This is an optimization exercise on Yosys and OpenROAD, whose aim is small area, a short achievable clock period and few clock cycles, not a production implementation.
At most, simulation tests tie the RTL to the original design; equivalence was not proved.
The RTL of runs 1 to 4 was laid out without a check of its function.
Power and IR drop assume default switching activity.

<file path="design/flow/config.mk">
export PLATFORM = sky130hd
export DESIGN_NAME = tsp_top
export DESIGN_NICKNAME = tsp_top
export VERILOG_FILES = /design/flow/design.v
export SDC_FILE = /design/flow/constraint.sdc
export NUM_CORES = 4
export LEC_CHECK = 0
export CAP_MARGIN = 20
export CORE_MARGIN = 2
export CORE_UTILIZATION = 40
export SETUP_SLACK_MARGIN = 3.0
export SLEW_MARGIN = 20
</file>
<file path="design/flow/constraint.sdc">
create_clock -name core_clock -period 5.0 [get_ports {clk}]
set_input_delay 1.0000 -clock core_clock [delete_from_list [all_inputs] [get_ports {clk}]]
set_output_delay 1.0000 -clock core_clock [all_outputs]
set_load 0.01 [all_outputs]
</file>
<file path="design/flow/design.v">
`default_nettype none
package tsp_pkg;
	localparam logic [7:0] char_cr = 8'h0d;
	localparam logic [7:0] char_lf = 8'h0a;
	localparam logic [7:0] char_zero = 8'h30;
	localparam logic [7:0] char_nine = 8'h39;
	localparam logic [7:0] char_d = 8'h44;
	localparam logic [7:0] char_n = 8'h4e;
	localparam logic [7:0] char_e = 8'h45;
	localparam logic [7:0] char_o = 8'h4f;
	typedef enum logic [1:0] {
		ps_prolog      = 2'd0,
		ps_coordinates = 2'd1,
		ps_busy        = 2'd2
	} parse_state_t;
	localparam int coord_bits_default = 16;
	localparam int node_addr_bits_default = 4;
endpackage
`default_nettype wire
`timescale 1ns/10ps
`default_nettype none
module tsp_top #(
	parameter int coord_bits = tsp_pkg::coord_bits_default,
	parameter int node_addr_bits = tsp_pkg::node_addr_bits_default
) (
	input  wire                                clk,
	input  wire                                rst,
	input  wire  [7:0]                         specdata,
	input  wire                                has_specdata,
	output logic                               ready_to_read,
	output logic [coord_bits+node_addr_bits:0] tour_length,
	output logic                               tour_valid
);
	localparam int len_bits = coord_bits + node_addr_bits + 1;
	localparam logic [2:0] st_hdr_start = 3'd0;  
	localparam logic [2:0] st_hdr_n     = 3'd1;  
	localparam logic [2:0] st_hdr_skip  = 3'd2;  
	localparam logic [2:0] st_hdr_no    = 3'd3;  
	localparam logic [2:0] st_coord     = 3'd4;  
	localparam logic [2:0] st_eof       = 3'd5;  
	logic take;
	logic b_v;          
	logic b_digit;
	logic b_cr;
	logic b_n;
	logic b_o;
	logic b_e;
	logic [3:0] b_d;
	assign take = has_specdata & ready_to_read;
	always_ff @(posedge clk) begin
		if (rst) begin
			ready_to_read <= 1'b0;
			b_v <= 1'b0;
		end else begin
			ready_to_read <= 1'b1;
			b_v <= take && specdata != tsp_pkg::char_lf;
		end
	end
	always_ff @(posedge clk) begin
		b_digit <= (specdata >= tsp_pkg::char_zero) && (specdata <= tsp_pkg::char_nine);
		b_cr <= specdata == tsp_pkg::char_cr;
		b_n <= specdata == tsp_pkg::char_n;
		b_o <= specdata == tsp_pkg::char_o;
		b_e <= specdata == tsp_pkg::char_e;
		b_d <= specdata[3:0];
	end
	logic [2:0] state;
	logic in_num;
	logic [1:0] field_cnt;
	logic first;
	logic close_x;
	logic close_y;
	logic [coord_bits-1:0] acc;
	logic [coord_bits-1:0] pa;
	logic [coord_bits-1:0] pb;
	logic [coord_bits-1:0] fa;
	logic [coord_bits-1:0] fb;
	logic digit;
	logic field_close;
	logic data_leg;
	logic leg;
	logic eof_cr;
	logic in_num_next;
	logic [coord_bits:0] diff;
	assign digit = b_v && b_digit && state == st_coord;
	assign field_close = b_v && !b_digit && in_num;
	assign data_leg = state == st_coord && field_close && field_cnt != 2'd0;
	assign leg = data_leg || close_x || close_y;
	assign eof_cr = state == st_eof && b_v && b_cr;
	assign in_num_next = b_v ? digit : in_num;
	always_ff @(posedge clk) begin
		if (rst) begin
			state <= st_hdr_start;
			in_num <= 1'b0;
			field_cnt <= '0;
			first <= 1'b1;
			close_x <= 1'b0;
			close_y <= 1'b0;
		end else begin
			in_num <= in_num_next;
			close_x <= eof_cr;
			close_y <= close_x;
			if (close_y)
				first <= 1'b1;
			else if (data_leg && field_cnt == 2'd2)
				first <= 1'b0;
			if (b_v) begin
				if (field_close)
					field_cnt <= field_cnt + 2'd1;
				if (b_cr)
					field_cnt <= '0;
				case (state)
					st_hdr_start:
						if (b_cr)
							state <= st_hdr_start;
						else if (b_n)
							state <= st_hdr_n;
						else
							state <= st_hdr_skip;
					st_hdr_n:
						if (b_cr)
							state <= st_hdr_start;
						else if (b_o)
							state <= st_hdr_no;
						else
							state <= st_hdr_skip;
					st_hdr_skip:
						if (b_cr)
							state <= st_hdr_start;
					st_hdr_no:
						if (b_cr)
							state <= st_coord;
					st_coord:
						if (b_e)
							state <= st_eof;
					default:
						if (b_cr)
							state <= st_hdr_start;
				endcase
			end
		end
	end
	always_ff @(posedge clk) begin
		if (digit)
			acc <= acc * coord_bits'(10) + coord_bits'(b_d);
		else if (!in_num_next)
			acc <= (eof_cr || close_x) ? fa : '0;
		if (leg) begin
			pa <= pb;
			pb <= acc;
		end
		if (first && data_leg)
			fb <= acc;
		if ((first && data_leg) || eof_cr)
			fa <= fb;
	end
	assign diff = {1'b0, acc} - {1'b0, pa};
	logic [coord_bits-1:0] mag;
	logic neg;
	logic leg_q;
	logic zero_q;
	logic close_q;
	logic [len_bits-1:0] total;
	always_ff @(posedge clk) begin
		if (rst) begin
			leg_q <= 1'b0;
			close_q <= 1'b0;
			tour_valid <= 1'b0;
		end else begin
			leg_q <= leg;
			close_q <= close_y;
			tour_valid <= close_q;
		end
	end
	always_ff @(posedge clk) begin
		mag <= diff[coord_bits-1:0] ^ {coord_bits{diff[coord_bits]}};
		neg <= diff[coord_bits];
		zero_q <= first && data_leg;
	end
	always_ff @(posedge clk) begin
		if (leg_q) begin
			if (zero_q)
				total <= '0;
			else
				total <= total + len_bits'(mag) + len_bits'(neg);
		end
	end
	assign tour_length = total;
endmodule
`default_nettype wire
</file>
<file path="design/flow/run.sh">
#!/bin/bash
# synth_recipe.tcl (not shown) runs the flow's synth.tcl, then flattens the netlist and writes it again
# the make line also repeats each setting of config.mk as NAME=value (left out here)
make -C /OpenROAD-flow-scripts/flow DESIGN_CONFIG=/design/flow/config.mk WORK_HOME=/design/flow/orfs CLKGATE_MAP_FILE= SYNTH_SCRIPT=/design/flow/synth_recipe.tcl finish
</file>
==> results of run 1 <==
-- kinds of logic (layout without fill, tap and decap cells) --
kind of cell	Yosys count	after routing
AOI/OAI and AO/OA	134	134
buffers and inverters	48	163
xor gates and xnor gates	56	56
adders and majority gates	64	64
muxes	7	7
DFF	142	142
and+or+nand+nor	185	186
-- registers in the layout (all words and copies together), names as in the netlist, 2 cells and up --
register and cells:
total 21, acc 16, fa 16, fb 16
mag 16, pa 16, pb 16, b_d 4
state 3, field_cnt 2
-- repair_timing --
action | 4_1_cts | 5_1_grt
hold buffers | 0 | 0
cloned | 1 | 0
buffers inserted | 41 | 16
pin swaps | 24 | 29
setup endpoints to repair | 133 | 99
resized for setup | 144 | 49
-- cell type report --
type / instances / area, sq um
Fill cell: 1471 / 8380
Multi-Input combinational cell: 447 / 3910
Sequential cell: 142 / 3860
Timing Repair Buffer: 91 / 767
Clock buffer: 17 / 425
Tap cell: 229 / 287
Clock inverter: 15 / 184
Inverter: 40 / 154
-- stage by stage --
step,hold slack [ns],worst slack [ns],cell area (sq um),total power [mW]
CTS,0.416,1.96,9250,2.60
finish,0.418,1.94,9580,2.58
global route,0.423,1.75,9580,2.66
global placement,0.401,1.88,8090,1.30
floorplan,0.400,2.06,7500,1.28
detailed placement,0.405,1.82,8090,1.30
-- worst reg2reg max path: cells and delay by family (launching register included) --
kind | cells | cell delay (ns)
simple gates | 4 | 0.75
mux | 1 | 0.18
buf+inv | 1 | 0.16
flops | 1 | 0.46
compound gates | 3 | 0.73
fa+ha+maj | 2 | 0.52
-- power by group --
part	total, mW	internal [mW]	switching, mW	leakage (nW)
logic	0.0218	0.0113	0.0106	2.22
registers	1.25	1.25	0.00245	1.31
clock network	1.31	0.793	0.515	0.298
-- routing by layer --
| metal | wire length (um) | vias to the layer above |
|---|---|---|
| met4 | 265 | 0 |
| li1 | - | 2531 |
| met1 | 7060 | 2474 |
| met2 | 7880 | 105 |
| met3 | 553 | 22 |
| met5 | 0 | - |
-- path summary, 6_finish.rpt --
path	start	endpoint	slack, ns	depth (start not counted)
max	acc[2]	acc[15]	1.94	11
min	pb[7]	pa[7]	0.42	0
max reg2reg	acc[2]	acc[15]	1.94	11
min reg2reg	pb[7]	pa[7]	0.42	0
-- cell usage in the layout (no fill, tap or decap), types with 12 or more instances in the layout --
| cell type | n |
|---|---|
| a21oi_1 | 22 |
| buf_2 | 19 |
| buf_4 | 39 |
| buf_6 | 19 |
| clkbuf_16 | 17 |
| dfxtp_1 | 39 |
| edfxtp_1 | 101 |
| ha_1 | 44 |
| ha_4 | 12 |
| inv_1 | 36 |
| nand2_1 | 39 |
| nand3_1 | 14 |
| nor2_1 | 48 |
| nor2b_1 | 14 |
| nor3_1 | 12 |
| o21ai_0 | 19 |
| xnor2_1 | 26 |
| xor2_1 | 19 |
==> results by group, run 1 <==
Worst hold path
  – HP Class: register to register

STA
  – Worst Clk Skew: roughly 0.0082 ns
  – Final Hold Fails: 0
  – RSZ-0062 raised after global routing: true
  – Slew Limit Fails: 0
  – Setup-failing EPs final: 0
  – Worst-Margin Slew: 0.992 ns
  – Setup Total Neg Slack: 0 ns
  – Slew headroom: 33.8%
  – Tmin final: roughly 3.1 ns
  – Highest Clock Rate: about 0.33 GHz
  – Final period util: between 60% and 70%

Logic synthesis
  – Mapped Nets: ~700
  – Area share of the largest cell type after synthesis: about 41%
  – Multiplexer share of the synthesized area: about 1.0%
  – Combinational family with the most area after synthesis: simple AND/OR/NAND/NOR gates
  – Syn avg cell area: between 10 and 15 sq um
  – Netlist Area Pre-Place: roughly 7300 sq um
  – Synth Area in Adders: around 11%
  – Most common library cells after synthesis: edfxtp_1 (101), ha_1 (59), nor2_1 (52), dfxtp_1 (41), nand2_1 (41)
  – XOR/XNOR Fraction of Synth Area: between 6 and 7%
  – Sequential fraction of the synthesis area: a little over half
  – Post-Synth Simple-Gate Area: between 10% and 20%
  – Number of register bits inferred by synthesis: 142
  – FFs w/ async S/R, synth: 0%
  – Top cells by area, synth: edfxtp_1 (41%), dfxtp_1 (11%), ha_1 (10%), xnor2_1 (3.8%), xor2_1 (2.9%)
  – Most common cell in the synthesized netlist: edfxtp_1
  – Post-synthesis compound-gate area fraction: 12.4%
  – Post-synth EDFFs: around 100
  – Mapped Cells: between 600 and 700
  – Yosys warns: 1
  – Post-synth cell types: 64
  – Synth area leader: edfxtp_1
  – Ys flop type: edfxtp_1

Layout
  – Layout cells sized above 1: between 20 and 30%
  – Finished Layout Cells: slightly below 1,000
  – Antenna cells: 0
  – Synth-to-layout area growth: 31.1%
  – Nets: 814
  – Core Util, Final: between 50 and 60%

CTS
  – H-tree levels: 4
  – Clk root buf: clkbuf_16
  – TritonCTS clock tree: built
  – Max Buffers Root-to-Sink: 2
  – Clock slew seen by the registers of the worst setup and hold paths: roughly 0.070 ns
  – Clock Latency Late Sink: between 0.4 and 0.5 ns
  – Clock sink count: about 140
  – TritonCTS Buffers: 17

Worst setup path
  – Max stage delay on crit path: around 0.46 ns
  – CP cell instances: buf_6 -> ha_4 -> ha_1 -> a21o_1 -> a21o_4 -> a221oi_4 -> nand4_4 -> nor4b_4 -> nand3_2 -> mux2i_1 -> nand4_1
  – Crit-path slowest cell: edfxtp_1
  – Crit. End Element: register
  – CP Class: register to register
  – Crit path arrival time: 3.22 ns
  – CP startpoint kind: register
  – WP data required: between 5 and 6 ns
  – CP bufs+invs: 1
  – Max Fanout on Critical Path: 4
  – Cell family with most CP delay: simple AND/OR/NAND/NOR gates

Floorplanning
  – DIE AREA: 19,400 sq um
  – # IOs: 34
  – Initial core utilization: between 40% and 50%
  – Die Wd: approximately 140 um
  – Core area: about 18,000 sq um
  – Row count: 49
  – Die height: around 140 um

GRT
  – Met2 GRT Util: 28.2%
  – Initial antenna violation count: 0
  – Global routing's busiest layer: met2
  – Routing usage on met1: 20.7%
  – Total GRT Usage: between 10% and 20%
  – Met3 GRT Util: ~3.1%
  – Grt total ovfl: 0
  – Vias in the first global route: 5,075
  – Global-route wire length before repair: around 25,000 um
  – Largest net degree at the start of global routing: 26

Run
  – Maxcap violations: 0

Routing
  – ANT nets after route: 0
  – DRT Pass-1 Iters: 5
  – Drt drc: 0
  – DR vias/cell: roughly 5.2
  – Routed WL per cell: around 16 um
  – Total Routed Length: roughly 16,000 um
  – DR vias: 5,132
  – DR iter-0 viols: roughly 360

Placement
  – Port Buf Inserts: 33
  – Post-DP HPWL: approximately 10,000 um
  – Placed insts: about 900
  – Placer Congestion: 0.865

Outcome
  – Outcome: no timing/DRC/antenna violations

Power
  – Pwr/cell area: 269 nW/um^2
  – Leakage: approximately 3.8 nW
  – Peak supply drop: 0.000229 V
==> run 2: changes to the inputs <==
--- a/design/flow/config.mk
+++ b/design/flow/config.mk
@@ -8,5 +8,4 @@
 export CAP_MARGIN = 20
 export CORE_MARGIN = 2
 export CORE_UTILIZATION = 40
-export SETUP_SLACK_MARGIN = 3.0
 export SLEW_MARGIN = 20
==> results by group, run 2 <==
Worst setup path
  – WP data required: 5.15 ns (about the same)
  – CP cell instances: ha_1 -> ha_1 -> fa_1 -> a21o_2 -> a21oi_1 -> xnor2_1 -> nand4_4 -> nor4b_4 -> nand3_2 -> mux2i_1 -> nand4_1
  – Cell family with most CP delay: adder cells
  – Max Fanout on Critical Path: 6 (+2)
  – R2R Path Start: acc[1]
  – Crit. End Element: register
  – CP Class: register to register
  – Max stage delay on crit path: 0.48 ns (+0.02 ns)
  – CP bufs+invs: 0 (-1)
  – Beginning of the critical path: acc[1]
  – CP startpoint kind: register
  – Crit-path slowest cell: edfxtp_1
  – Crit path arrival time: 3.65 ns (+0.43 ns)
  – Crit path top cell by count: ha_1

Logic synthesis
  – Combinational family with the most area after synthesis: simple AND/OR/NAND/NOR gates
  – Most common library cells after synthesis: edfxtp_1 (101), ha_1 (59), nor2_1 (52), dfxtp_1 (41), nand2_1 (41)
  – Multiplexer share of the synthesized area: 1.03% (unchanged)
  – Top cells by area, synth: edfxtp_1 (41%), dfxtp_1 (11%), ha_1 (10%), xnor2_1 (3.8%), xor2_1 (2.9%)
  – Synth Area in Adders: 11.5% (unchanged)
  – Most common cell in the synthesized netlist: edfxtp_1
  – Post-synth EDFFs: 101 (unchanged)
  – Post-synthesis compound-gate area fraction: 12.4% (unchanged)
  – Post-synth cell types: 64 (unchanged)
  – Netlist Area Pre-Place: 7310 sq um (unchanged)
  – FFs w/ async S/R, synth: 0% (unchanged)
  – Mapped Nets: 711 (unchanged)
  – Post-Synth Simple-Gate Area: 13.1% (unchanged)
  – XOR/XNOR Fraction of Synth Area: 6.71% (unchanged)
  – Sequential fraction of the synthesis area: 52.7% (unchanged)
  – Syn avg cell area: 11.5 sq um (unchanged)
  – Number of register bits inferred by synthesis: 142 (unchanged)
  – Synth area leader: edfxtp_1
  – Ys flop type: edfxtp_1
  – Area share of the largest cell type after synthesis: 41.5% (unchanged)
  – Yosys warns: 1 (unchanged)
  – Mapped Cells: 636 (unchanged)

Layout
  – Antenna cells: 0 (unchanged)
  – Layout cells sized above 1: 7.89% (-21 points)
  – Reg with most FFs: total
  – Commonest cells after routing, fill and taps aside: edfxtp_1 (101), ha_1 (59), nor2_1 (52)
  – Synth-to-layout area growth: 16.5%
  – Finished Layout Cells: 926 (-5.6%)
  – Most common cell after layout, fill and taps aside: edfxtp_1
  – Largest register FFs: 21 (unchanged)
  – Nets: 759 (-6.8%)
  – Fillers: 1,614 (+9.7%)

GRT
  – Grt total ovfl: 0 (unchanged)
  – Global-route wire length before repair: 23,600 um (-6.6%)
  – Total GRT Usage: 15.2% (-1.1 points)
  – Vias in the first global route: 4,851 (-4.4%)
  – Largest net degree at the start of global routing: 34 (+31%)
  – Initial antenna violation count: 0 (unchanged)

Floorplanning
  – # IOs: 34 (unchanged)
  – DIE AREA: 19,400 sq um (unchanged)
  – Die height: 139 um (unchanged)
  – Initial core utilization: 40.7% (unchanged)
  – Core area: 18,000 sq um (unchanged)
  – Row count: 49 (unchanged)
  – Die Wd: 139 um (unchanged)

CTS
  – Max Buffers Root-to-Sink: 2 (unchanged)
  – TritonCTS clock tree: built
  – Resized Gates After CTS: 0 (-100%)
  – Clock slew seen by the registers of the worst setup and hold paths: 0.06 ns (about the same)
  – Clock Latency Late Sink: 0.41 ns (about the same)
  – Setup bufs post-CTS: 0 (-100%)
  – H-tree levels: 4 (unchanged)
  – Clk root buf: clkbuf_16
  – Hold-fix buffers at CTS: 0 (unchanged)
  – TritonCTS Buffers: 17 (unchanged)
  – Clock sink count: 142 (unchanged)

STA
  – Setup Total Neg Slack: 0 ns (unchanged)
  – RSZ-0062 raised after global routing: false
  – Final Hold Fails: 0 (unchanged)
  – Setup-failing EPs final: 0 (unchanged)
  – Slew headroom: 34.5% (+0.68 points)
  – Highest Clock Rate: 0.285 GHz (-13%)
  – Worst-Margin Slew: 0.983 ns (-0.00884 ns)
  – Tmin final: 3.50 ns (+0.441 ns)
  – Final period util: 70.1% (+8.8 points)
  – Worst Clk Skew: 0.00842 ns (+0.000226 ns)
  – Slew Limit Fails: 0 (unchanged)
  – Final hold slack: 0.413 ns (-0.00475 ns)

Routing
  – Routed WL per cell: 15.3 um (-4.7%)
  – DR iter-0 viols: 286 (-20%)
  – DR vias/cell: 5.27 (+0.76%)
  – Total Routed Length: 14,200 um (-10%)
  – ANT nets after route: 0 (unchanged)
  – DR vias: 4,881 (-4.9%)
  – DRT Pass-1 Iters: 5 (unchanged)
  – Drt drc: 0 (unchanged)

Placement
  – Placer Congestion: 0.868 (+0.35%)
  – Port Buf Inserts: 33 (unchanged)
  – Placed insts: 894 (+0.34%)
  – Post-DP HPWL: 10,300 um (+0.46%)

Power
  – Pwr/cell area: 299 nW/um^2 (+11%)
  – Leakage: 3.42 nW (-11%)
  – Peak supply drop: 0.000231 V (+0.70%)
  – Total chip power: 2.54 mW (-1.3%)

Worst hold path
  – HP Start: fb[6]
  – HP Class: register to register

Outcome
  – Outcome: no timing/DRC/antenna violations

Run
  – Maxcap violations: 0 (unchanged)
## run 2: cell counts after synthesis
Identical to the previous run, type by type.
## run 2: cell type report
class / count / area (sq um) / area share (%)
clock buffer: 18 / 429 / 5.04
tap: 229 / 287 / 3.36
clock inverter: 14 / 166 / 1.95
timing repair buffer: 37 / 360 / 4.23
multi-input combinational: 446 / 3270 / 38.4
sequential: 142 / 3850 / 45.2
inverter: 40 / 150 / 1.76
## run 2: routing by layer
layer / global-route usage [%] / vias to the layer above / share of wire (%)
met2: 25.3 / 107 / 49
met4: 5.90 / 0 / 1.9
li1: - / 2414 / -
met5: 0 / - / 0
met3: 3.56 / 18 / 3.4
met1: 19.4 / 2342 / 46
## run 2: cell families (layout without fill, tap and decap cells)
family                   after synthesis  in the layout
XOR/XNOR                              56             56
adder cells (fa/ha/maj)               64             64
multiplexers                           7              7
AND/OR/NAND/NOR                      185            185
buffers and inverters                 48            109
flip-flops                           142            142
AO/OA/AOI/OAI                        134            134
## run 2: where the power goes
part	internal (mW)	leakage [nW]	switching [mW]
registers	1.25	1.31	0.00238
clock network	0.785	0.281	0.489
logic	0.0114	1.83	0.0104
total	2.04	3.42	0.502
## run 2: worst paths after layout
kind,end,slack [ns],cells past startpoint
setup / recovery,acc[15],1.50,11
hold / removal,fa[6],0.41,0
setup reg to reg,acc[15],1.50,11
hold reg to reg,fa[6],0.41,0
## run 2: metrics by stage
stage	area, sq um	setup WS (ns)	util (%)
floorplan	7310	1.88	-
global placement	7920	1.70	44.1
detailed placement	7920	1.57	44.1
CTS	8520	1.52	47.4
global route	8520	1.40	47.4
finish	8520	1.50	47.4
==> run 3: changes to the inputs <==
--- a/design/flow/config.mk
+++ b/design/flow/config.mk
@@ -5,7 +5,9 @@
 export SDC_FILE = /design/flow/constraint.sdc
 export NUM_CORES = 4
 export LEC_CHECK = 0
+export ABC_CLOCK_PERIOD_IN_PS = 1500
 export CAP_MARGIN = 20
 export CORE_MARGIN = 2
 export CORE_UTILIZATION = 40
+export SETUP_SLACK_MARGIN = 3.0
 export SLEW_MARGIN = 20
==> results by group, run 3 <==
Run
  – Maxcap violations: 0 (unchanged)

Worst setup path
  – Crit-path slowest cell: edfxtp_1
  – CP cell instances: buf_6 -> ha_4 -> ha_1 -> a21o_1 -> a21o_4 -> a221oi_4 -> nand4_4 -> nor4b_4 -> nand3_2 -> mux2i_1 -> nand4_1
  – Crit. End Element: register
  – CP startpoint kind: register
  – WP data required: 5.16 ns (about the same)
  – CP Class: register to register
  – Max Fanout on Critical Path: 4 (-2)
  – Crit path arrival time: 3.22 ns (-0.43 ns)
  – Max stage delay on crit path: 0.46 ns (-0.02 ns)

Routing
  – Met1 Wirelength: 7060 um (+8.0%)
  – Met2 routed WL: 7880 um (+14%)
  – DRT Pass-1 Iters: 5 (unchanged)
  – DR vias/cell: 5.23 (-0.75%)
  – Drt drc: 0 (unchanged)
  – DR WL met3: 553 um (+14%)
  – Total Routed Length: 15,800 um (+11%)
  – ANT nets after route: 0 (unchanged)
  – DR iter-0 viols: 356 (+24%)
  – Routed WL per cell: 16.1 um (+5.0%)
  – Top routing layer used: met4
  – DR vias: 5,132 (+5.1%)

Placement
  – Placed insts: 891 (-0.34%)
  – Placer Congestion: 0.865 (-0.35%)
  – Port Buf Inserts: 33 (unchanged)
  – Post-DP HPWL: 10,300 um (-0.46%)

STA
  – Tmin final: 3.06 ns (-0.441 ns)
  – Slew headroom: 33.8% (-0.68 points)
  – Worst-Margin Slew: 0.992 ns (+0.00884 ns)
  – Setup-failing EPs final: 0 (unchanged)
  – Setup Total Neg Slack: 0 ns (unchanged)
  – Final period util: 61.2% (-8.8 points)
  – Highest Clock Rate: 0.327 GHz (+14%)
  – Worst Clk Skew: 0.00819 ns (-0.000226 ns)
  – RSZ-0062 raised after global routing: true
  – Final Hold Fails: 0 (unchanged)
  – Slew Limit Fails: 0 (unchanged)

Logic synthesis
  – Netlist Area Pre-Place: 7310 sq um (unchanged)
  – Ys flop type: edfxtp_1
  – Most common cell in the synthesized netlist: edfxtp_1
  – Top cells by area, synth: edfxtp_1 (41%), dfxtp_1 (11%), ha_1 (10%), xnor2_1 (3.8%), xor2_1 (2.9%)
  – Sequential fraction of the synthesis area: 52.7% (unchanged)
  – Post-synth cell types: 64 (unchanged)
  – FFs w/ async S/R, synth: 0% (unchanged)
  – Syn avg cell area: 11.5 sq um (unchanged)
  – Area share of the largest cell type after synthesis: 41.5% (unchanged)
  – Number of register bits inferred by synthesis: 142 (unchanged)
  – Mapped Cells: 636 (unchanged)
  – Yosys warns: 1 (unchanged)
  – Synth area leader: edfxtp_1
  – Most common library cells after synthesis: edfxtp_1 (101), ha_1 (59), nor2_1 (52), dfxtp_1 (41), nand2_1 (41)
  – Mapped Nets: 711 (unchanged)
  – Post-synth EDFFs: 101 (unchanged)

CTS
  – Clock sink count: 142 (unchanged)
  – H-tree levels: 4 (unchanged)
  – Clk root buf: clkbuf_16
  – TritonCTS clock tree: built
  – Clock Latency Late Sink: 0.42 ns (about the same)
  – TritonCTS Buffers: 17 (unchanged)
  – Max Buffers Root-to-Sink: 2 (unchanged)
  – Clock slew seen by the registers of the worst setup and hold paths: 0.07 ns (about the same)

Power
  – P_int: 2.05 mW (+0.38%)
  – Leakage: 3.82 nW (+12%)
  – Peak supply drop: 0.000229 V (-0.70%)
  – Pwr/cell area: 269 nW/um^2 (-9.9%)
  – Reg power frac: 48.4% (-0.7 points)
  – Switching portion of total power: 20.5% (+0.74 points)
  – Clock network power share: 50.7% (+0.6 points)
  – Combinational power share: 0.8% (about the same)
  – Switch Pwr: 0.528 mW (+5.1%)

Layout
  – Reg with most FFs: total
  – Nets: 814 (+7.2%)
  – Commonest cells after routing, fill and taps aside: edfxtp_1 (101), nor2_1 (48), ha_1 (44)
  – Fillers: 1,471 (-8.9%)
  – Largest register FFs: 21 (unchanged)
  – Register area: 3860 sq um (about the same)
  – Multi-input combinational cell area: 3910 sq um (+19%)
  – Layout cells sized above 1: 29.1% (+21 points)
  – Finished Layout Cells: 981 (+5.9%)
  – Antenna cells: 0 (unchanged)
  – Synth-to-layout area growth: 31.1%
  – Most common cell after layout, fill and taps aside: edfxtp_1

GRT
  – Total GRT Usage: 16.4% (+1.1 points)
  – Global-route wire length before repair: 25,300 um (+7.0%)
  – Initial antenna violation count: 0 (unchanged)
  – Vias in the first global route: 5,075 (+4.6%)
  – Largest net degree at the start of global routing: 26 (-24%)
  – Grt total ovfl: 0 (unchanged)

Floorplanning
  – # IOs: 34 (unchanged)
  – Die Wd: 139 um (unchanged)
  – Row count: 49 (unchanged)
  – Die height: 139 um (unchanged)
  – DIE AREA: 19,400 sq um (unchanged)
  – Core area: 18,000 sq um (unchanged)
  – Initial core utilization: 40.7% (unchanged)

Outcome
  – Outcome: no timing/DRC/antenna violations

Worst hold path
  – HP Class: register to register
run 3: cell count changes in the layout (fill, tap and decap cells not counted), sizes merged:
cell	previous run	this run
buf	4	80
clkdlybuf4s50	33	10
clkinv	4	6
clkinvlp	4	2
inv	43	44
or3	6	7
run 3: repair_timing:
| item | in CTS | in global routing |
|---|---|---|
| setup buffers | 41 | 16 |
| gates cloned | 1 | 0 |
| setup endpoints to repair | 133 | 99 |
| hold buffers | 0 | 0 |
| gates resized for setup | 144 | 49 |
| pin swaps | 24 | 29 |
run 3: worst paths after layout:
kind	cells past startpoint	slack (ns)	startpoint	endpoint
setup / recovery	11	1.94	acc[2]	acc[15]
hold / removal	0	0.42	pb[7]	pa[7]
hold reg to reg	0	0.42	pb[7]	pa[7]
setup reg to reg	11	1.94	acc[2]	acc[15]
run 3: kinds of logic after synthesis:
| group | Yosys count | share of synthesized area [%] |
|---|---|---|
| adders and majority gates | 64 | 11.5 |
| muxes | 7 | 1.03 |
| and+or+nand+nor | 185 | 13.1 |
| DFF | 142 | 52.7 |
| AOI/OAI and AO/OA | 134 | 12.4 |
| buffers and inverters | 48 | 2.52 |
| xor gates and xnor gates | 56 | 6.71 |
run 3: power groups by stage:
stage / logic, mW / registers (mW) / clock network, mW
final: 0.0218 / 1.25 / 1.31
after global routing: 0.0242 / 1.25 / 1.39
after CTS: 0.0219 / 1.25 / 1.33
after detailed placement: 0.0216 / 1.27 / 0
after global placement: 0.0209 / 1.27 / 0
after floorplan: 0.00821 / 1.27 / 0
run 3: stage by stage:
| step | utilization (%) | power, mW | hold WS [ns] | setup slack (ns) | instance area, sq um |
|---|---|---|---|---|---|
| global placement | 45.0 | 1.30 | 0.401 | 1.88 | 8090 |
| floorplan | - | 1.28 | 0.400 | 2.06 | 7500 |
| finish | 53.3 | 2.58 | 0.418 | 1.94 | 9580 |
| CTS | 51.5 | 2.60 | 0.416 | 1.96 | 9250 |
| detailed placement | 45.0 | 1.30 | 0.405 | 1.82 | 8090 |
| global route | 53.3 | 2.66 | 0.423 | 1.75 | 9580 |
run 3: critical path, delay by kind of cell (launching register included):
family / cells / cell delay [ns]
adders and majority gates: 2 / 0.52
muxes: 1 / 0.18
AOI/OAI and AO/OA: 3 / 0.73
DFF: 1 / 0.46
and+or+nand+nor: 4 / 0.74
buffers and inverters: 1 / 0.16
run 3: cell type report:
type / instances / area share [%]
multi-input cells: 447 / 40.8
inverters: 40 / 1.61
flip-flops and latches: 142 / 40.2
repair buffers: 91 / 8.00
well taps: 229 / 2.99
clock inverters: 15 / 1.92
clock buffers: 17 / 4.44
run 3: per-layer routing:
metal  global-route usage (%)  up-vias
li1                         -     2531
met1                     20.7     2474
met2                     28.2      105
met3                     3.14       22
met4                     5.58        0
met5                        0        -
==> run 4: changes to the inputs <==
--- a/design/flow/config.mk
+++ b/design/flow/config.mk
@@ -9,5 +9,5 @@
 export CAP_MARGIN = 20
 export CORE_MARGIN = 2
 export CORE_UTILIZATION = 40
-export SETUP_SLACK_MARGIN = 3.0
+export CTS_BUF_LIST = sky130_fd_sc_hd__clkbuf_4 sky130_fd_sc_hd__clkbuf_8
 export SLEW_MARGIN = 20
==> results by group, run 4 <==
Logic synthesis
  – Ys flop type: edfxtp_1
  – Post-synth cell types: 64 (unchanged)
  – Netlist Area Pre-Place: 7310 sq um (unchanged)
  – Area share of the largest cell type after synthesis: 41.5% (unchanged)
  – Sequential fraction of the synthesis area: 52.7% (unchanged)
  – Post-synthesis compound-gate area fraction: 12.4% (unchanged)
  – Top cells by area, synth: edfxtp_1 (41%), dfxtp_1 (11%), ha_1 (10%), xnor2_1 (3.8%), xor2_1 (2.9%)
  – Combinational family with the most area after synthesis: simple AND/OR/NAND/NOR gates
  – Syn avg cell area: 11.5 sq um (unchanged)
  – Synth Area in Adders: 11.5% (unchanged)
  – Mapped Cells: 636 (unchanged)
  – Most common cell in the synthesized netlist: edfxtp_1
  – Multiplexer share of the synthesized area: 1.03% (unchanged)
  – FFs w/ async S/R, synth: 0% (unchanged)
  – Yosys warns: 1 (unchanged)
  – Mapped Nets: 711 (unchanged)
  – Number of register bits inferred by synthesis: 142 (unchanged)
  – Post-Synth Simple-Gate Area: 13.1% (unchanged)
  – Most common library cells after synthesis: edfxtp_1 (101), ha_1 (59), nor2_1 (52), dfxtp_1 (41), nand2_1 (41)
  – XOR/XNOR Fraction of Synth Area: 6.71% (unchanged)
  – Post-synth EDFFs: 101 (unchanged)
  – Synth area leader: edfxtp_1

Worst setup path
  – Cell family with most CP delay: adder cells
  – Reg2reg end: acc[15]
  – CP startpoint kind: register
  – Reg2reg setup slack: 1.50 ns (-0.44 ns)
  – Crit-path slowest cell: edfxtp_1
  – Crit. End Element: register
  – R2R Path Start: acc[1]
  – Beginning of the critical path: acc[1]
  – Depth of the most critical reg-to-reg path: 11 (unchanged)
  – Crit path top cell by count: ha_1
  – Crit path arrival time: 3.68 ns (+0.46 ns)
  – Crit path to: acc[15]
  – CP cell instances: ha_1 -> ha_1 -> fa_1 -> a21o_2 -> a21oi_1 -> xnor2_1 -> nand4_4 -> nor4b_4 -> nand3_2 -> mux2i_1 -> nand4_1
  – Max Fanout on Critical Path: 6 (+2)
  – WP data required: 5.18 ns (+0.02 ns)
  – Crit path depth: 11 (unchanged)
  – Max stage delay on crit path: 0.50 ns (+0.04 ns)
  – CP bufs+invs: 0 (-1)
  – CP Class: register to register

CTS
  – Clock sink count: 142 (unchanged)
  – Clk root buf: clkbuf_8
  – H-tree levels: 4 (unchanged)
  – Clock slew seen by the registers of the worst setup and hold paths: 0.08 ns (about the same)
  – Resized Gates After CTS: 0 (-100%)
  – Max Buffers Root-to-Sink: 2 (unchanged)
  – TritonCTS Buffers: 17 (unchanged)
  – Hold-fix buffers at CTS: 0 (unchanged)
  – TritonCTS clock tree: built
  – Clock Latency Late Sink: 0.44 ns (+0.02 ns)
  – Setup bufs post-CTS: 0 (-100%)

Layout
  – Nets: 759 (-6.8%)
  – Antenna cells: 0 (unchanged)
  – Most common cell after layout, fill and taps aside: edfxtp_1
  – Finished Layout Cells: 926 (-5.6%)
  – Commonest cells after routing, fill and taps aside: edfxtp_1 (101), ha_1 (59), nor2_1 (52)
  – Layout cells sized above 1: 8.03% (-21 points)
  – Synth-to-layout area growth: 14.0%
  – Reg with most FFs: total
  – Largest register FFs: 21 (unchanged)
  – Core Util, Final: 46.4% (-7.0 points)

Floorplanning
  – # IOs: 34 (unchanged)
  – Core area: 18,000 sq um (unchanged)
  – Die Wd: 139 um (unchanged)
  – Row count: 49 (unchanged)
  – Initial core utilization: 40.7% (unchanged)
  – Die height: 139 um (unchanged)
  – DIE AREA: 19,400 sq um (unchanged)

Placement
  – Placed insts: 894 (+0.34%)
  – Port Buf Inserts: 33 (unchanged)
  – Placer Congestion: 0.868 (+0.35%)
  – Post-DP HPWL: 10,300 um (+0.46%)

Outcome
  – Outcome: no timing/DRC/antenna violations

Run
  – Maxcap violations: 0 (unchanged)

STA
  – Slew Limit Fails: 0 (unchanged)
  – Final Hold Fails: 0 (unchanged)
  – Final period util: 70.1% (+8.8 points)
  – Worst Clk Skew: 0.0140 ns (+0.00578 ns)
  – RSZ-0062 raised after global routing: false
  – Slew headroom: 34.7% (+0.86 points)
  – Setup-failing EPs final: 0 (unchanged)
  – Highest Clock Rate: 0.285 GHz (-13%)
  – Worst-Margin Slew: 0.980 ns (-0.0116 ns)
  – Setup Total Neg Slack: 0 ns (unchanged)
  – Tmin final: 3.50 ns (+0.441 ns)

Routing
  – Drt drc: 0 (unchanged)
  – DR vias: 4,867 (-5.2%)
  – Total Routed Length: 14,200 um (-10%)
  – ANT nets after route: 0 (unchanged)
  – DR iter-0 viols: 290 (-19%)
  – DR vias/cell: 5.26 (+0.47%)
  – DRT Pass-1 Iters: 4 (-1)
  – Routed WL per cell: 15.3 um (-4.6%)

Power
  – Peak supply drop: 0.000154 V (-33%)
  – Total chip power: 2.22 mW (-14%)
  – Leakage: 3.34 nW (-13%)
  – Pwr/cell area: 266 nW/um^2 (-1.1%)

GRT
  – Vias in the first global route: 4,811 (-5.2%)
  – Total GRT Usage: 15.1% (-1.2 points)
  – Global-route wire length before repair: 23,400 um (-7.3%)
  – Grt total ovfl: 0 (unchanged)
  – Initial antenna violation count: 0 (unchanged)
  – Largest net degree at the start of global routing: 34 (+31%)

Worst hold path
  – HP Class: register to register
-- run 4: cell counts after synthesis --
Identical to the previous run, type by type.
-- run 4: worst reg2reg max path, cell delays in order, from the launching register on --
cell	delay, ns
edfxtp_1	0.50
ha_1	0.35
ha_1	0.25
fa_1	0.41
a21o_2	0.24
a21oi_1	0.19
xnor2_1	0.25
nand4_4	0.21
nor4b_4	0.38
nand3_2	0.14
mux2i_1	0.21
nand4_1	0.12
-- run 4: kinds of logic (layout without fill, tap and decap cells) --
logic type / count (synthesis) / in the layout
AO/OA/AOI/OAI: 134 / 134
AND/OR/NAND/NOR: 185 / 185
multiplexers: 7 / 7
buffers and inverters: 48 / 109
adder cells (fa/ha/maj): 64 / 64
flip-flops: 142 / 142
XOR/XNOR: 56 / 56
-- run 4: where the power goes --
group / leakage [nW] / internal (mW) / total (mW) / switching (mW)
Combinational: 1.83 / 0.0114 / 0.0218 / 0.0104
Clock: 0.197 / 0.499 / 0.948 / 0.449
Sequential: 1.31 / 1.24 / 1.25 / 0.00234
Total: 3.34 / 1.76 / 2.22 / 0.462
-- run 4: area by class of cell --
| cell class | instances | area (sq um) |
|---|---|---|
| clock buffer | 18 | 241 |
| clock inverter | 14 | 166 |
| fill | 1634 | 9630 |
| inverter | 40 | 150 |
| multi-input combinational | 446 | 3270 |
| sequential | 142 | 3850 |
| tap | 229 | 287 |
| timing repair buffer | 37 | 360 |
-- run 4: metal layers --
layer  track usage, %  wire length [um]  share of wire, %
met1             19.1              6620                47
met2             25.3              6840                48
met3             3.56               412               2.9
met4             5.79               317               2.2
met5                0                 0                 0
-- run 4: through the flow --
stage	area, sq um	worst slack, ns	hold slack [ns]
floorplan	7310	1.88	0.400
global placement	7920	1.70	0.401
detailed placement	7920	1.57	0.405
CTS	8330	1.52	0.415
global route	8330	1.40	0.415
finish	8330	1.50	0.413
-- run 4: worst min-delay path by stage --
| stage | from | end | slack (ns) | cells past startpoint |
|---|---|---|---|---|
| finish | pb[10] | pa[10] | 0.41 | 0 |
| global route | fb[5] | fa[5] | 0.41 | 0 |
| CTS | fb[6] | fa[6] | 0.42 | 0 |
| detailed placement | fb[11] | fa[11] | 0.40 | 0 |
| global placement | fb[9] | fa[9] | 0.40 | 0 |
| floorplan | fb[0] | fa[0] | 0.40 | 0 |
==> run 5: changes to the inputs <==
==> design/flow/design.v (replaced) <==
`default_nettype none
package tsp_pkg;
	localparam logic [7:0] char_cr = 8'h0d;
	localparam logic [7:0] char_lf = 8'h0a;
	localparam logic [7:0] char_zero = 8'h30;
	localparam logic [7:0] char_nine = 8'h39;
	localparam logic [7:0] char_d = 8'h44;
	localparam logic [7:0] char_n = 8'h4e;
	localparam logic [7:0] char_e = 8'h45;
	localparam logic [7:0] char_o = 8'h4f;
	typedef enum logic [1:0] {
		ps_prolog      = 2'd0,
		ps_coordinates = 2'd1,
		ps_busy        = 2'd2
	} parse_state_t;
	localparam int coord_bits_default = 16;
	localparam int node_addr_bits_default = 4;
endpackage
`default_nettype wire
`timescale 1ns/10ps
`default_nettype none
module tsp_top #(
	parameter int coord_bits = tsp_pkg::coord_bits_default,
	parameter int node_addr_bits = tsp_pkg::node_addr_bits_default
) (
	input  wire                                clk,
	input  wire                                rst,
	input  wire  [7:0]                         specdata,
	input  wire                                has_specdata,
	output logic                               ready_to_read,
	output logic [coord_bits+node_addr_bits:0] tour_length,
	output logic                               tour_valid
);
	localparam int len_bits = coord_bits + node_addr_bits + 1;
	localparam logic [2:0] st_hdr_start = 3'd0;  
	localparam logic [2:0] st_hdr_n     = 3'd1;  
	localparam logic [2:0] st_hdr_skip  = 3'd2;  
	localparam logic [2:0] st_hdr_no    = 3'd3;  
	localparam logic [2:0] st_coord     = 3'd4;  
	localparam logic [2:0] st_eof       = 3'd5;  
	logic [2:0] state;
	logic in_num;
	logic [1:0] field_cnt;
	logic first;
	logic close_x;
	logic close_y;
	logic [coord_bits-1:0] acc;
	logic [coord_bits-1:0] pa;
	logic [coord_bits-1:0] pb;
	logic [coord_bits-1:0] fa;
	logic [coord_bits-1:0] fb;
	logic [len_bits-1:0] total;
	logic take;
	logic take_nl;
	logic is_digit;
	logic is_cr;
	logic field_close;
	logic data_leg;
	logic leg;
	logic eof_cr;
	logic in_num_next;
	logic [coord_bits:0] diff;
	logic [coord_bits-1:0] mag;
	logic neg;
	assign take = has_specdata & ready_to_read;
	assign take_nl = take && specdata != tsp_pkg::char_lf;
	assign is_cr = specdata == tsp_pkg::char_cr;
	assign is_digit = (specdata >= tsp_pkg::char_zero) && (specdata <= tsp_pkg::char_nine);
	assign field_close = take_nl && !is_digit && in_num;
	assign data_leg = state == st_coord && field_close && field_cnt != 2'd0;
	assign leg = data_leg || close_x || close_y;
	assign eof_cr = state == st_eof && take_nl && is_cr;
	assign in_num_next = take_nl ? is_digit : in_num;
	always_ff @(posedge clk) begin
		if (rst) begin
			ready_to_read <= 1'b0;
			state <= st_hdr_start;
			in_num <= 1'b0;
			field_cnt <= '0;
			first <= 1'b1;
			close_x <= 1'b0;
			close_y <= 1'b0;
			tour_valid <= 1'b0;
		end else begin
			ready_to_read <= 1'b1;
			in_num <= in_num_next;
			close_x <= eof_cr;
			close_y <= close_x;
			tour_valid <= close_y;
			if (close_y)
				first <= 1'b1;
			else if (data_leg && field_cnt == 2'd2)
				first <= 1'b0;
			if (take_nl) begin
				if (field_close)
					field_cnt <= field_cnt + 2'd1;
				if (is_cr)
					field_cnt <= '0;
				case (state)
					st_hdr_start:
						if (is_cr)
							state <= st_hdr_start;
						else if (specdata == tsp_pkg::char_n)
							state <= st_hdr_n;
						else
							state <= st_hdr_skip;
					st_hdr_n:
						if (is_cr)
							state <= st_hdr_start;
						else if (specdata == tsp_pkg::char_o)
							state <= st_hdr_no;
						else
							state <= st_hdr_skip;
					st_hdr_skip:
						if (is_cr)
							state <= st_hdr_start;
					st_hdr_no:
						if (is_cr)
							state <= st_coord;
					st_coord:
						if (specdata == tsp_pkg::char_e)
							state <= st_eof;
					default:
						if (is_cr)
							state <= st_hdr_start;
				endcase
			end
		end
	end
	assign diff = {1'b0, acc} - {1'b0, pa};
	assign neg = diff[coord_bits];
	assign mag = diff[coord_bits-1:0] ^ {coord_bits{neg}};
	always_ff @(posedge clk) begin
		if (take_nl && is_digit)
			acc <= (in_num ? acc * coord_bits'(10) : '0) + coord_bits'(specdata[3:0]);
		else if (!in_num_next)
			acc <= fa;
		if (leg) begin
			pa <= pb;
			pb <= acc;
			if (first && data_leg)
				total <= '0;
			else
				total <= total + len_bits'(mag) + len_bits'(neg);
		end
		if (first && data_leg)
			fb <= acc;
		if ((first && data_leg) || eof_cr)
			fa <= fb;
	end
	assign tour_length = total;
endmodule
`default_nettype wire
==> design/flow/config.mk (replaced) <==
export PLATFORM = sky130hd
export DESIGN_NAME = tsp_top
export DESIGN_NICKNAME = tsp_top
export VERILOG_FILES = /design/flow/design.v
export SDC_FILE = /design/flow/constraint.sdc
export NUM_CORES = 4
export LEC_CHECK = 0
export CAP_MARGIN = 20
export CORE_MARGIN = 2
export CORE_UTILIZATION = 40
export SLEW_MARGIN = 20
==> results by group, run 5 <==
CTS
  – Clock Latency Late Sink: 0.35 ns (-0.09 ns)
  – TritonCTS Buffers: 9 (-8)
  – Max Buffers Root-to-Sink: 2 (unchanged)
  – TritonCTS clock tree: built
  – Clk root buf: clkbuf_16
  – Clock sink count: 112 (-21%)
  – Clock slew seen by the registers of the worst setup and hold paths: 0.07 ns (about the same)
  – Hold-fix buffers at CTS: 0 (unchanged)
  – H-tree levels: 3 (-1)

Worst setup path
  – R2R Path Start: acc[0]
  – CP Class: register to register
  – Max Fanout on Critical Path: 8 (+2)
  – Reg2reg end: total[15]
  – Depth of the most critical reg-to-reg path: 18 (+7)
  – Crit path arrival time: 4.80 ns (+1.12 ns)
  – CP startpoint kind: register
  – Crit. End Element: register
  – WP data required: 5.10 ns (-0.08 ns)
  – Reg2reg setup slack: 0.31 ns (-1.19 ns)

Logic synthesis
  – FFs w/ async S/R, synth: 0% (unchanged)
  – Post-synth EDFFs: 101 (unchanged)
  – Netlist Area Pre-Place: 6730 sq um (-7.9%)
  – Ys flop type: edfxtp_1
  – Synth area leader: edfxtp_1
  – Post-synth cell types: 62 (-3.1%)
  – Sequential fraction of the synthesis area: 48.3% (-4.4 points)
  – Mapped Cells: 626 (-1.6%)
  – Area share of the largest cell type after synthesis: 45.0% (+3.6 points)
  – Top cells by area, synth: edfxtp_1 (45%), ha_1 (11%), xnor2_1 (4.6%), nand2_1 (4.0%), xor2_1 (3.5%)
  – Most common library cells after synthesis: edfxtp_1 (101), nand2_1 (71), ha_1 (59), nor2_1 (48), inv_1 (37)
  – Most common cell in the synthesized netlist: edfxtp_1
  – Mapped Nets: 700 (-1.5%)
  – Yosys warns: 1 (unchanged)
  – Number of register bits inferred by synthesis: 112 (-21%)
  – Syn avg cell area: 10.8 sq um (-6.4%)

Power
  – Switch Pwr: 0.366 mW (-21%)
  – Total chip power: 1.75 mW (-21%)
  – Combinational power share: 4.4% (+3.4 points)
  – Clock network power share: 37.8% (-5.0 points)
  – Reg power frac: 57.9% (+1.6 points)
  – Pwr/cell area: 227 nW/um^2 (-15%)
  – P_int: 1.38 mW (-21%)
  – Peak supply drop: 0.000170 V (+9.9%)
  – Leakage: 2.97 nW (-11%)
  – Switching portion of total power: 21.0% (+0.14 points)

GRT
  – Largest net degree at the start of global routing: 54 (+59%)
  – Global-route wire length before repair: 22,400 um (-4.4%)
  – Vias in the first global route: 4,619 (-4.0%)
  – Total GRT Usage: 15.9% (+0.79 points)
  – Grt total ovfl: 0 (unchanged)
  – Initial antenna violation count: 0 (unchanged)

Floorplanning
  – DIE AREA: 17,900 sq um (-7.7%)
  – # IOs: 34 (unchanged)
  – Core area: 16,500 sq um (-8.0%)
  – Die height: 134 um (-3.9%)
  – Row count: 47 (-4.1%)
  – Initial core utilization: 40.8% (+0.053 points)
  – Die Wd: 134 um (-3.9%)

STA
  – Tmin final: 4.69 ns (+1.19 ns)
  – Setup-failing EPs final: 0 (unchanged)
  – Final Hold Fails: 0 (unchanged)
  – Slew headroom: 43.0% (+8.3 points)
  – Worst Clk Skew: 0.00565 ns (-0.00832 ns)
  – Worst-Margin Slew: 0.854 ns (-0.127 ns)
  – Highest Clock Rate: 0.213 GHz (-25%)
  – Final period util: 93.8% (+24 points)
  – Setup Total Neg Slack: 0 ns (unchanged)
  – Slew Limit Fails: 0 (unchanged)

Routing
  – DR vias/cell: 5.15 (-2.0%)
  – Drt drc: 0 (unchanged)
  – Total Routed Length: 13,300 um (-6.4%)
  – Routed WL per cell: 14.9 um (-3.1%)
  – ANT nets after route: 0 (unchanged)
  – DRT Pass-1 Iters: 4 (unchanged)
  – DR vias: 4,612 (-5.2%)
  – DR iter-0 viols: 260 (-10%)

Outcome
  – Outcome: no timing/DRC/antenna violations

Layout
  – Reg with most FFs: total
  – Most common cell after layout, fill and taps aside: edfxtp_1
  – Largest register FFs: 21 (unchanged)
  – Layout cells sized above 1: 6.52% (-1.5 points)
  – Register area: 3250 sq um (-16%)
  – Antenna cells: 0 (unchanged)
  – Finished Layout Cells: 895 (-3.3%)
  – Fillers: 1,542 (-5.6%)
  – Core Util, Final: 46.6% (+0.19 points)
  – Multi-input combinational cell area: 3330 sq um (+1.8%)
  – Final Instance Area: 7700 sq um (-7.6%)
  – Nets: 745 (-1.8%)
  – Synth-to-layout area growth: 14.3%
  – Commonest cells after routing, fill and taps aside: edfxtp_1 (101), nand2_1 (71), ha_1 (59)

Worst hold path
  – Hold path depth: 0 (unchanged)
  – HP Start: pb[14]
  – Hold endpoint: pa[14]
  – HP Class: register to register

Placement
  – Port Buf Inserts: 33 (unchanged)
  – Placed insts: 879 (-1.7%)
  – Placer Congestion: 0.868 (unchanged)
  – Post-DP HPWL: 10,000 um (-3.1%)
  – Post-Place Cell Area: 7390 sq um (-6.7%)

Run
  – Maxcap violations: 0 (unchanged)
==> run 5: cell types whose count changed after synthesis, sizes merged, moves of 4 or more <==
cell    delta
a21boi     -4
and3       -4
dfxtp     -30
nand2     +30
nor2       -4
nor2b      -5
nor3       -4
nor3b      -4
o21a       -6
==> run 5: power by group through the flow <==
stage          sequential (mW)  clock (mW)  combinational, mW
2_1_floorplan             1.03           0             0.0526
3_3_place_gp              1.03           0             0.0729
3_5_place_dp              1.03           0             0.0750
4_1_cts                   1.01       0.682             0.0753
5_1_grt                   1.01       0.714             0.0861
6_report                  1.01       0.660             0.0763
==> run 5: metal layers <==
metal / global-route usage, % / routed length, um / part of all wire (%)
met4: 6.38 / 212 / 1.6
met5: 0 / 0 / 0
met1: 21.6 / 6550 / 49
met3: 2.97 / 364 / 2.7
met2: 25.2 / 6160 / 46
==> run 5: worst max-delay path by stage <==
stage / to / slack (ns) / cells past startpoint / from
2_1_floorplan: total[15] / 0.15 / 19 / acc[0]
3_3_place_gp: total[15] / 0.25 / 18 / acc[0]
3_5_place_dp: total[15] / 0.15 / 18 / acc[0]
4_1_cts: total[15] / 0.14 / 18 / acc[0]
5_1_grt: total[20] / -0.01 / 18 / acc[9]
6_report: total[15] / 0.31 / 18 / acc[0]
==> run 5: area by class of cell <==
class / instances / area share (%)
timing repair buffer: 47 / 5.66
sequential: 112 / 42.3
clock buffer: 11 / 3.02
tap: 220 / 3.58
inverter: 37 / 1.80
clock inverter: 4 / 0.390
multi-input combinational: 464 / 43.3
==> run 5: per-stage QoR <==
step	hold WS [ns]	worst slack (ns)
2_1_floorplan	0.400	0.153
3_3_place_gp	0.400	0.249
3_5_place_dp	0.405	0.153
4_1_cts	0.422	0.143
5_1_grt	0.419	-0.0118
6_report	0.420	0.308
==> run 5: critical path, cell delays in order, from the launching register on <==
cell and delay, ns:
edfxtp_1 0.35, inv_1 0.05, ha_1 0.22, fa_1 0.40, nand2b_1 0.18, a21o_1 0.18, a211o_1 0.30, a211oi_4 0.28
a211oi_4 0.12, xnor2_1 0.16, ha_1 0.35, a21o_1 0.21, a21o_1 0.17, a21o_1 0.19, a221o_1 0.31, or3_1 0.37
o21ai_2 0.19, o21bai_1 0.09, mux2_1 0.31
==> run 5: timing repair <==
item                                    in CTS  in global routing
setup buffers                                0                  1
endpoints found under the setup margin       0                  4
gates resized for setup                      0                  6
endpoints found under the hold margin        0                  0
==> run 5: cell families (layout without fill, tap and decap cells) <==
| kind of cell | Yosys count | after routing | share of synthesized area [%] |
|---|---|---|---|
| buffers and inverters | 50 | 99 | 2.84 |
| adder cells (fa/ha/maj) | 63 | 63 | 12.2 |
| XOR/XNOR | 62 | 62 | 8.06 |
| AO/OA/AOI/OAI | 131 | 131 | 13.3 |
| flip-flops | 112 | 112 | 48.3 |
| AND/OR/NAND/NOR | 203 | 203 | 14.5 |
| multiplexers | 5 | 5 | 0.762 |
Testbench counts of run 5, summed over its fixed seeds: cycles 19,575.

==> afterwards: timing with drivers on the ports <==
The results above use ideal ports. As a check the final layouts listed here were re-extracted and re-timed, cells and wires unchanged. Step 1 (the two cells are an assumption about what drives the block):
set clk [get_ports {clk}]
set_driving_cell -lib_cell sky130_fd_sc_hd__clkbuf_16 $clk
set_driving_cell -lib_cell sky130_fd_sc_hd__buf_2 [delete_from_list [all_inputs] $clk]
Step 2 also shifts input and output timing later by t, the mid clock arrival at the registers, as if the neighbouring blocks saw the same clock. Slacks: ideal / step 1 / step 2; pairs: ideal / step 1.
run	t (ns)	setup WS [ns]	worst setup path at the end	worst register clock-pin slew, ns	pins driven straight from the clock port
run 1	0.455	1.938 / 1.938 / 1.938	register to register	0.07 / 0.07	1
run 2	0.450	1.497 / 1.497 / 1.497	register to register	0.06 / 0.06	1
run 3	0.455	1.938 / 1.938 / 1.938	register to register	0.07 / 0.07	1
run 4	0.467	1.497 / 1.497 / 1.497	register to register	0.09 / 0.09	1
run 5	0.391	0.308 / 0.308 / 0.308	register to register	0.07 / 0.07	1
After both steps setup and hold are still met in every run listed.
